What follows belongs to an exercise in optimizing a design on an open flow for small area, a short achievable clock period and few clock cycles per item; a production flow would make more cautious choices. The RTL was checked by simulation tests, not by an equivalence proof against the original design.

--- flow/design.v ---
module mdu (
   input  logic        clk,
   input  logic        rst_n,
   input  logic        start,
   input  logic [3:0]  opMDU,
   input  logic [31:0] SrcA,
   input  logic [31:0] SrcB,
   output logic        busy,
   output logic        stall_req,
   output logic [31:0] HI,
   output logic [31:0] LO
);
   localparam int SD = 2;    
   logic w_isMult, w_isMultu, w_isDiv, w_isDivu, w_isMul, w_isDv, w_isMD;
   assign w_isMult  = (opMDU == 4'd1);
   assign w_isMultu = (opMDU == 4'd2);
   assign w_isDiv   = (opMDU == 4'd3);
   assign w_isDivu  = (opMDU == 4'd4);
   assign w_isMul   = w_isMult | w_isMultu;
   assign w_isDv    = w_isDiv | w_isDivu;
   assign w_isMD    = w_isMul | w_isDv;
   logic r_busy;
   logic w_go;
   assign w_go = start & ~r_busy;
   logic [31:0] r_hi, r_lo;
   logic [32:0] r_m;       
   logic [32:0] r_a;       
   logic [31:0] r_p;       
   logic        r_yp;      
   logic        r_yx;      
   logic [2:0]  r_n;       
   logic [3:0]  r_cnt;     
   logic        r_dv;      
   logic        r_sq, r_sr;  
   function automatic logic [2:0] ngrp(input logic [31:0] x, input logic sgn);
      logic e;
      e = sgn & x[31];
      if (x[31:7] == {25{e}})       ngrp = 3'd1;
      else if (x[31:15] == {17{e}}) ngrp = 3'd2;
      else if (x[31:23] == {9{e}})  ngrp = 3'd3;
      else if (x[31] == e)          ngrp = 3'd4;
      else                          ngrp = 3'd5;
   endfunction
   logic [2:0]  w_nA, w_nB, w_nMin;
   logic        w_swap;
   logic [31:0] w_x, w_y;
   assign w_nA   = ngrp(SrcA, w_isMult);
   assign w_nB   = ngrp(SrcB, w_isMult);
   assign w_swap = (w_nA < w_nB);
   assign w_x    = w_swap ? SrcB : SrcA;
   assign w_y    = w_swap ? SrcA : SrcB;
   assign w_nMin = w_swap ? w_nA : w_nB;
   logic        w_sA, w_sB;
   logic [31:0] w_absA, w_absB;
   logic        w_dz, w_q0, w_c24, w_c16, w_c8;
   assign w_sA   = w_isDiv & SrcA[31];
   assign w_sB   = w_isDiv & SrcB[31];
   mdu_cneg u_negA (.x(SrcA), .n(w_sA), .y(w_absA));
   mdu_cneg u_negB (.x(SrcB), .n(w_sB), .y(w_absB));
   assign w_dz   = (SrcB == 32'd0);
   assign w_q0   = (w_absA < w_absB);
   assign w_c24  = ({8'd0,  w_absA[31:8]}  < w_absB);
   assign w_c16  = ({16'd0, w_absA[31:16]} < w_absB);
   assign w_c8   = ({24'd0, w_absA[31:24]} < w_absB);
   logic [32:0] w_dvR;
   logic [31:0] w_dvQ;
   logic [3:0]  w_dvCnt;
   always_comb begin
      if (w_c24) begin
         w_dvR = {9'd0, w_absA[31:8]};  w_dvQ = {w_absA[7:0], 24'd0};
         w_dvCnt = 4'(8/SD - 1);
      end else if (w_c16) begin
         w_dvR = {17'd0, w_absA[31:16]}; w_dvQ = {w_absA[15:0], 16'd0};
         w_dvCnt = 4'(16/SD - 1);
      end else if (w_c8) begin
         w_dvR = {25'd0, w_absA[31:24]}; w_dvQ = {w_absA[23:0], 8'd0};
         w_dvCnt = 4'(24/SD - 1);
      end else begin
         w_dvR = 33'd0; w_dvQ = w_absA;
         w_dvCnt = 4'(32/SD - 1);
      end
   end
   logic        w_ext;
   logic [7:0]  w_yb;
   logic [8:0]  w_yw;
   assign w_ext = (r_n == 3'd5) & (r_cnt == 4'd0);
   assign w_yb  = w_ext ? {8{r_yx}} : r_p[7:0];
   assign w_yw  = {w_yb, r_yp};
   logic [40:0] w_pp [4];
   logic [40:0] w_nb;
   always_comb begin
      w_nb = '0;
      for (int i = 0; i < 4; i++) begin
         logic b0, b1, b2, one, two, neg;
         logic [33:0] mx, mag;
         b0  = w_yw[2*i];
         b1  = w_yw[2*i+1];
         b2  = w_yw[2*i+2];
         one = b1 ^ b0;
         two = (b2 & ~b1 & ~b0) | (~b2 & b1 & b0);
         neg = b2;
         mx  = {r_m[32], r_m};
         mag = ({34{one}} & mx) | ({34{two}} & {mx[32:0], 1'b0});
         mag = mag ^ {34{neg}};
         w_pp[i] = 41'({{7{mag[33]}}, mag} << (2*i));
         w_nb[2*i] = neg;
      end
   end
   logic [40:0] w_acc;
   assign w_acc = {{8{r_a[32]}}, r_a};
   logic [40:0] s1, c1, s2, c2, s3, c3, s4, c4;
   assign s1 = w_pp[0] ^ w_pp[1] ^ w_pp[2];
   assign c1 = ((w_pp[0] & w_pp[1]) | (w_pp[0] & w_pp[2]) | (w_pp[1] & w_pp[2])) << 1;
   assign s2 = w_pp[3] ^ w_acc ^ w_nb;
   assign c2 = ((w_pp[3] & w_acc) | (w_pp[3] & w_nb) | (w_acc & w_nb)) << 1;
   assign s3 = s1 ^ c1 ^ s2;
   assign c3 = ((s1 & c1) | (s1 & s2) | (c1 & s2)) << 1;
   assign s4 = s3 ^ c3 ^ c2;
   assign c4 = ((s3 & c3) | (s3 & c2) | (c3 & c2)) << 1;
   logic [40:0] w_t;
   logic        w_tco;
   mdu_rca #(.W(41)) u_cpa (.a(s4), .b(c4), .ci(1'b0), .s(w_t), .co(w_tco));
   logic [63:0] w_tx;
   logic [63:0] w_prod;
   assign w_tx = {{23{w_t[40]}}, w_t};
   always_comb begin
      case (r_n)
         3'd1:    w_prod = w_tx;
         3'd2:    w_prod = {w_tx[55:0], r_p[31:24]};
         3'd3:    w_prod = {w_tx[47:0], r_p[31:16]};
         3'd4:    w_prod = {w_tx[39:0], r_p[31:8]};
         default: w_prod = {w_tx[31:0], r_p};
      endcase
   end
   logic [32:0] w_sr [SD+1];
   logic [31:0] w_sq [SD+1];
   logic [32:0] w_dn;
   assign w_sr[0] = r_a;
   assign w_sq[0] = r_p;
   assign w_dn    = ~{1'b0, r_m[31:0]};
   for (genvar s = 0; s < SD; s++) begin : g_dstep
      logic [32:0] rr, df;
      logic        cy;
      assign rr = {w_sr[s][31:0], w_sq[s][31]};
      mdu_rca #(.W(33)) u_sub (.a(rr), .b(w_dn), .ci(1'b1), .s(df), .co(cy));
      assign w_sr[s+1] = cy ? df : rr;
      assign w_sq[s+1] = {w_sq[s][30:0], cy};
   end
   logic [32:0] w_dR;
   logic [31:0] w_dQ;
   assign w_dR = w_sr[SD];
   assign w_dQ = w_sq[SD];
   logic [31:0] w_divHi, w_divLo;
   mdu_cneg u_negR (.x(w_dR[31:0]), .n(r_sr), .y(w_divHi));
   mdu_cneg u_negQ (.x(w_dQ), .n(r_sq), .y(w_divLo));
   logic w_acc_md, w_last;
   assign w_acc_md = w_go & w_isMD & ~(w_isDv & (w_dz | w_q0));
   assign w_last   = r_busy & (r_cnt == 4'd0);
   always_ff @(posedge clk or negedge rst_n) begin
      if (!rst_n) r_busy <= 1'b0;
      else if (w_acc_md) r_busy <= 1'b1;
      else if (w_last) r_busy <= 1'b0;
   end
   always_ff @(posedge clk) begin
      if (!r_busy) begin
         r_dv <= w_isDv;
         r_sq <= w_sA ^ w_sB;
         r_sr <= w_sA;
         r_yp <= 1'b0;
         r_yx <= w_isMult & w_y[31];
         r_n  <= w_nMin;
         if (w_isDv) begin
            r_m   <= {1'b0, w_absB};
            r_a   <= w_dvR;
            r_p   <= w_dvQ;
            r_cnt <= w_dvCnt;
         end else begin
            r_m   <= {w_isMult & w_x[31], w_x};
            r_a   <= 33'd0;
            r_p   <= w_y;
            r_cnt <= 4'(w_nMin - 3'd1);
         end
      end else begin
         r_cnt <= r_cnt - 4'd1;
         if (r_dv) begin
            r_a <= w_dR;
            r_p <= w_dQ;
         end else begin
            r_a  <= w_t[40:8];
            r_p  <= {w_t[7:0], r_p[31:8]};
            r_yp <= w_yb[7];
         end
      end
   end
   always_ff @(posedge clk or negedge rst_n) begin
      if (!rst_n) begin
         r_hi <= 32'd0;
         r_lo <= 32'd0;
      end else if (w_last) begin
         if (r_dv) begin
            r_hi <= w_divHi;
            r_lo <= w_divLo;
         end else begin
            r_hi <= w_prod[63:32];
            r_lo <= w_prod[31:0];
         end
      end else if (w_go) begin
         if (opMDU == 4'd5 || (w_isDv && !w_dz && w_q0))
            r_hi <= SrcA;
         if (opMDU == 4'd6)
            r_lo <= SrcA;
         else if (w_isDv && !w_dz && w_q0)
            r_lo <= 32'd0;
      end
   end
   assign busy      = r_busy;
   assign stall_req = r_busy | (start & w_isMD);
   assign HI        = r_hi;
   assign LO        = r_lo;
endmodule
module mdu_rca #(parameter int W = 8) (
   input  logic [W-1:0] a,
   input  logic [W-1:0] b,
   input  logic         ci,
   output logic [W-1:0] s,
   output logic         co
);
   logic [W:0] c;
   assign c[0] = ci;
   for (genvar i = 0; i < W; i++) begin : g_bit
      assign s[i]   = a[i] ^ b[i] ^ c[i];
      assign c[i+1] = (a[i] & b[i]) | ((a[i] ^ b[i]) & c[i]);
   end
   assign co = c[W];
endmodule
module mdu_cneg (
   input  logic [31:0] x,
   input  logic        n,
   output logic [31:0] y
);
   logic [32:0] c;
   logic [31:0] xi;
   assign xi   = x ^ {32{n}};
   assign c[0] = n;
   for (genvar i = 0; i < 32; i++) begin : g_bit
      assign y[i]   = xi[i] ^ c[i];
      assign c[i+1] = xi[i] & c[i];
   end
endmodule
--- flow/run.sh ---
#!/bin/bash
# synth_recipe.tcl (not shown) runs the flow's synth.tcl, then flattens the netlist and writes it again
# the make line also repeats each setting of config.mk as NAME=value (left out here)
make -C /OpenROAD-flow-scripts/flow DESIGN_CONFIG=/design/flow/config.mk WORK_HOME=/design/flow/orfs CLKGATE_MAP_FILE= SYNTH_SCRIPT=/design/flow/synth_recipe.tcl finish
--- flow/config.mk ---
export PLATFORM = sky130hd
export DESIGN_NAME = mdu
export DESIGN_NICKNAME = mdu
export VERILOG_FILES = /design/flow/design.v
export SDC_FILE = /design/flow/constraint.sdc
export NUM_CORES = 4
export LEC_CHECK = 0
export CAP_MARGIN = 20
export CORE_MARGIN = 2
export CORE_UTILIZATION = 40
export SLEW_MARGIN = 20
--- flow/constraint.sdc ---
create_clock -name core_clock -period 105.0 [get_ports {clk}]
set_input_delay 21.0000 -clock core_clock [delete_from_list [all_inputs] [get_ports {clk}]]
set_output_delay 21.0000 -clock core_clock [all_outputs]
set_load 0.01 [all_outputs]
==> qor.csv <==
metric;value;unit
Synth Area in Adders;27.43;%
IO buf count;136;
Filler Cell Count;6442;
core footprint;0.06575;mm2
Clk Latency, worst-skew pair;0.52;ns
# IOs;137;
nets@finish;3434;
initial DRC count;3456;
EDFF count, synth;40;
Die Width;261.8;um
GRT Util Overall;33.52;%
WP data arrival;22.78;ns
hold slack;0.4943;ns
cts repair resizes;0;
full die area;0.06856;mm2
first-pass GRT wire length;167700;um
Layout area overhead;9.721;%
#FFs+latches synth;175;
layout cell share with drive strength beyond 1;7.331;%
kind of critical path;in -> out;
Hold Crit Class;reg -> reg;
status;no timing/DRC/antenna violations;
effective utilization at floorplan;40.45;%
Final Core Density;44.38;%
row cnt;94;
Synth cell types;87;
TNS Setup;0;ns
final RePlAce weighted congestion;1.008;
Setup WS post-layout;61.22;ns
total grt overflow;0;
clk_skew;0.02043;ns
Vias;25522;
first-pass detailed-route iteration total;7;
WP data required;84.00;ns
CTS buffer count;17;
Post-synth ARST share;37.14;%
Synth warnings;4;
Syn Area/Cell;9.005;um2
die height;261.8;um
htree depth;4;
Final Setup Violations;0;
Least-Margin Pin Slew;1.239;ns
cell area after layout;0.02918;mm2
Hold Vio Cnt, Final;0;
part of the Yosys area used for sequential elements;15.90;%
max_cap viols;0;
mux contribution to synthesized area;10.86;%
via density per instance;6.741;
vias in the first global route;24842;
# Post-CTS Setup Buffers;0;
routed length per instance;30.56;um
unrepaired setup endpoints after global routing;no;
Worst-path clk slew;0.07;ns
DP Worst Slack;61.22;ns
Mapped Area;0.02659;mm2
fmax;22.84;MHz
XOR/XNOR share of the synthesized area;7.923;%
DP HPWL;86510;um
Placed Area;0.02859;mm2
Synth Area in Simple Gates;10.54;%
Hold-fix buffers, CTS;0;
Max-slew headroom;16.64;%
# DRC;0;
Setup crit end kind;primary output;
clk sinks;175;
CP Max Fanout;11;
largest family of logic cells by synthesized area;adder cells;
post-synthesis compound-gate area fraction;21.18;%
startpoint types;input port;
ys flop type;dfxtp_1;
Slew Limit Fails;0;
Tmin final;43.78;ns
final worst-path cycle share;41.70;%
antenna-violating nets left;0;
Post-Route WL;115700;um
Clock Path Buffers;2;
Gate Count Post-Synth;2953;
pin count of the biggest net entering global routing;141;
CTS tree;built;
initial antenna violation count;7;
Clock Root Buffer;clkbuf_16;
syn_nets;3481;
flip-flops by register name, indices dropped and copies added (netlist names), 3 cells and up:
name,flops
r_a,33
r_m,33
r_hi,32
r_lo,32
r_p,32
r_cnt,4
r_n,3
routing by layer:
layer,track usage (%),share of wire [%]
met5,0,0.035
met2,50.54,43
met3,8.555,11
met1,43.71,39
met4,18.73,6.5
metrics by stage:
step                std cells
finish                   3786
global route             3783
CTS                      3782
detailed placement       3750
global placement         3750
floorplan                2953
cell usage in the layout, fill, tap and decap left out, types with 82 or more instances in the layout:
| cell type | count |
|---|---|
| ha_1 | 251 |
| mux2i_1 | 211 |
| fa_1 | 206 |
| nand2_1 | 189 |
| nor2_1 | 163 |
| a21oi_1 | 145 |
| xnor2_1 | 143 |
| a22oi_1 | 141 |
| clkdlybuf4s50_1 | 135 |
| inv_1 | 123 |
| xor2_1 | 93 |
| o21ai_0 | 84 |
| a221oi_1 | 82 |
final cells by class:
type / count / area (um2) / share of cell area (%)
tap: 864 / 1081 / 3.705
sequential: 175 / 4229 / 14.49
clock buffer: 18 / 429.2 / 1.471
timing repair buffer: 217 / 1977 / 6.775
antenna: 3 / 7.507 / 0.02573
multi-input combinational: 2367 / 20830 / 71.38
inverter: 128 / 480.5 / 1.647
clock inverter: 14 / 147.6 / 0.5060
final timing paths:
check,start,endpoint,slack (ns),cells past startpoint
max in group asynchronous,rst_n,r_busy,83.75,2
max,opMDU[1],stall_req,61.22,4
min,r_cnt[0],r_cnt[0],0.49,1
max reg2reg,r_m[1],r_hi[31],70.03,108
min in group asynchronous,rst_n,r_hi[25],20.66,2
min reg2reg,r_cnt[0],r_cnt[0],0.49,1
Yosys cell counts, types with 49 or more instances:
master	n	area, um2
xor2_1	93	814.5
o21ai_0	84	420.4
dfrtp_1	65	1627
xnor2_1	145	1270
mux2_2	60	675.7
a211oi_1	50	375.4
dfxtp_1	70	1401
clkbuf_1	224	840.8
a21oi_1	152	760.7
fa_1	206	4124
mux2i_1	211	2112
o22ai_1	49	306.5
a22oi_1	141	1059
nor2_1	169	634.4
inv_1	125	469.2
a221oi_1	82	718.2
nand2_1	189	709.4
ha_1	251	3141
logic make-up (layout without fill, tap and decap cells):
family / count (synthesis) / count (layout)
AO/OA/AOI/OAI: 803 / 803
XOR/XNOR: 239 / 239
adder cells (fa/ha/maj): 460 / 460
buffers and inverters: 411 / 377
flip-flops: 175 / 175
multiplexers: 279 / 279
other: 0 / 3
AND/OR/NAND/NOR: 586 / 586
critical path, stage by stage:
cell and delay [ns]:
clkdlybuf4s50_1 0.55, o21a_1 0.25, o41ai_1 0.36, clkdlybuf4s50_1 0.62
Testbench counts, summed over its fixed seeds: cycles 43,460, items 12,000.

-- afterwards: timing with drivers on the ports --
The results above use ideal ports. As a check the final layout listed here was re-extracted and re-timed, cells and wires unchanged.
Step 1 sets driving cells, clkbuf_16 on the clock port and buf_2 on the other inputs (assumed; they add their load-dependent delay and slew).
Step 2 also shifts input and output timing later by t, the mid clock arrival at the registers, as if the neighbouring blocks saw the same clock.
Slacks: ideal / step 1 / step 2; pairs: ideal / step 1.
shift t [ns]: 0.569
setup WS [ns]: 61.219 / 61.196 / 61.196
worst hold slack (ns): 0.494 / 0.494 / 0.494
worst setup path after step 2: input to output
After both steps setup and hold are still met in this run. The setup slack of this run moves by -0.023 ns with the drivers and by -0.023 ns with both steps.
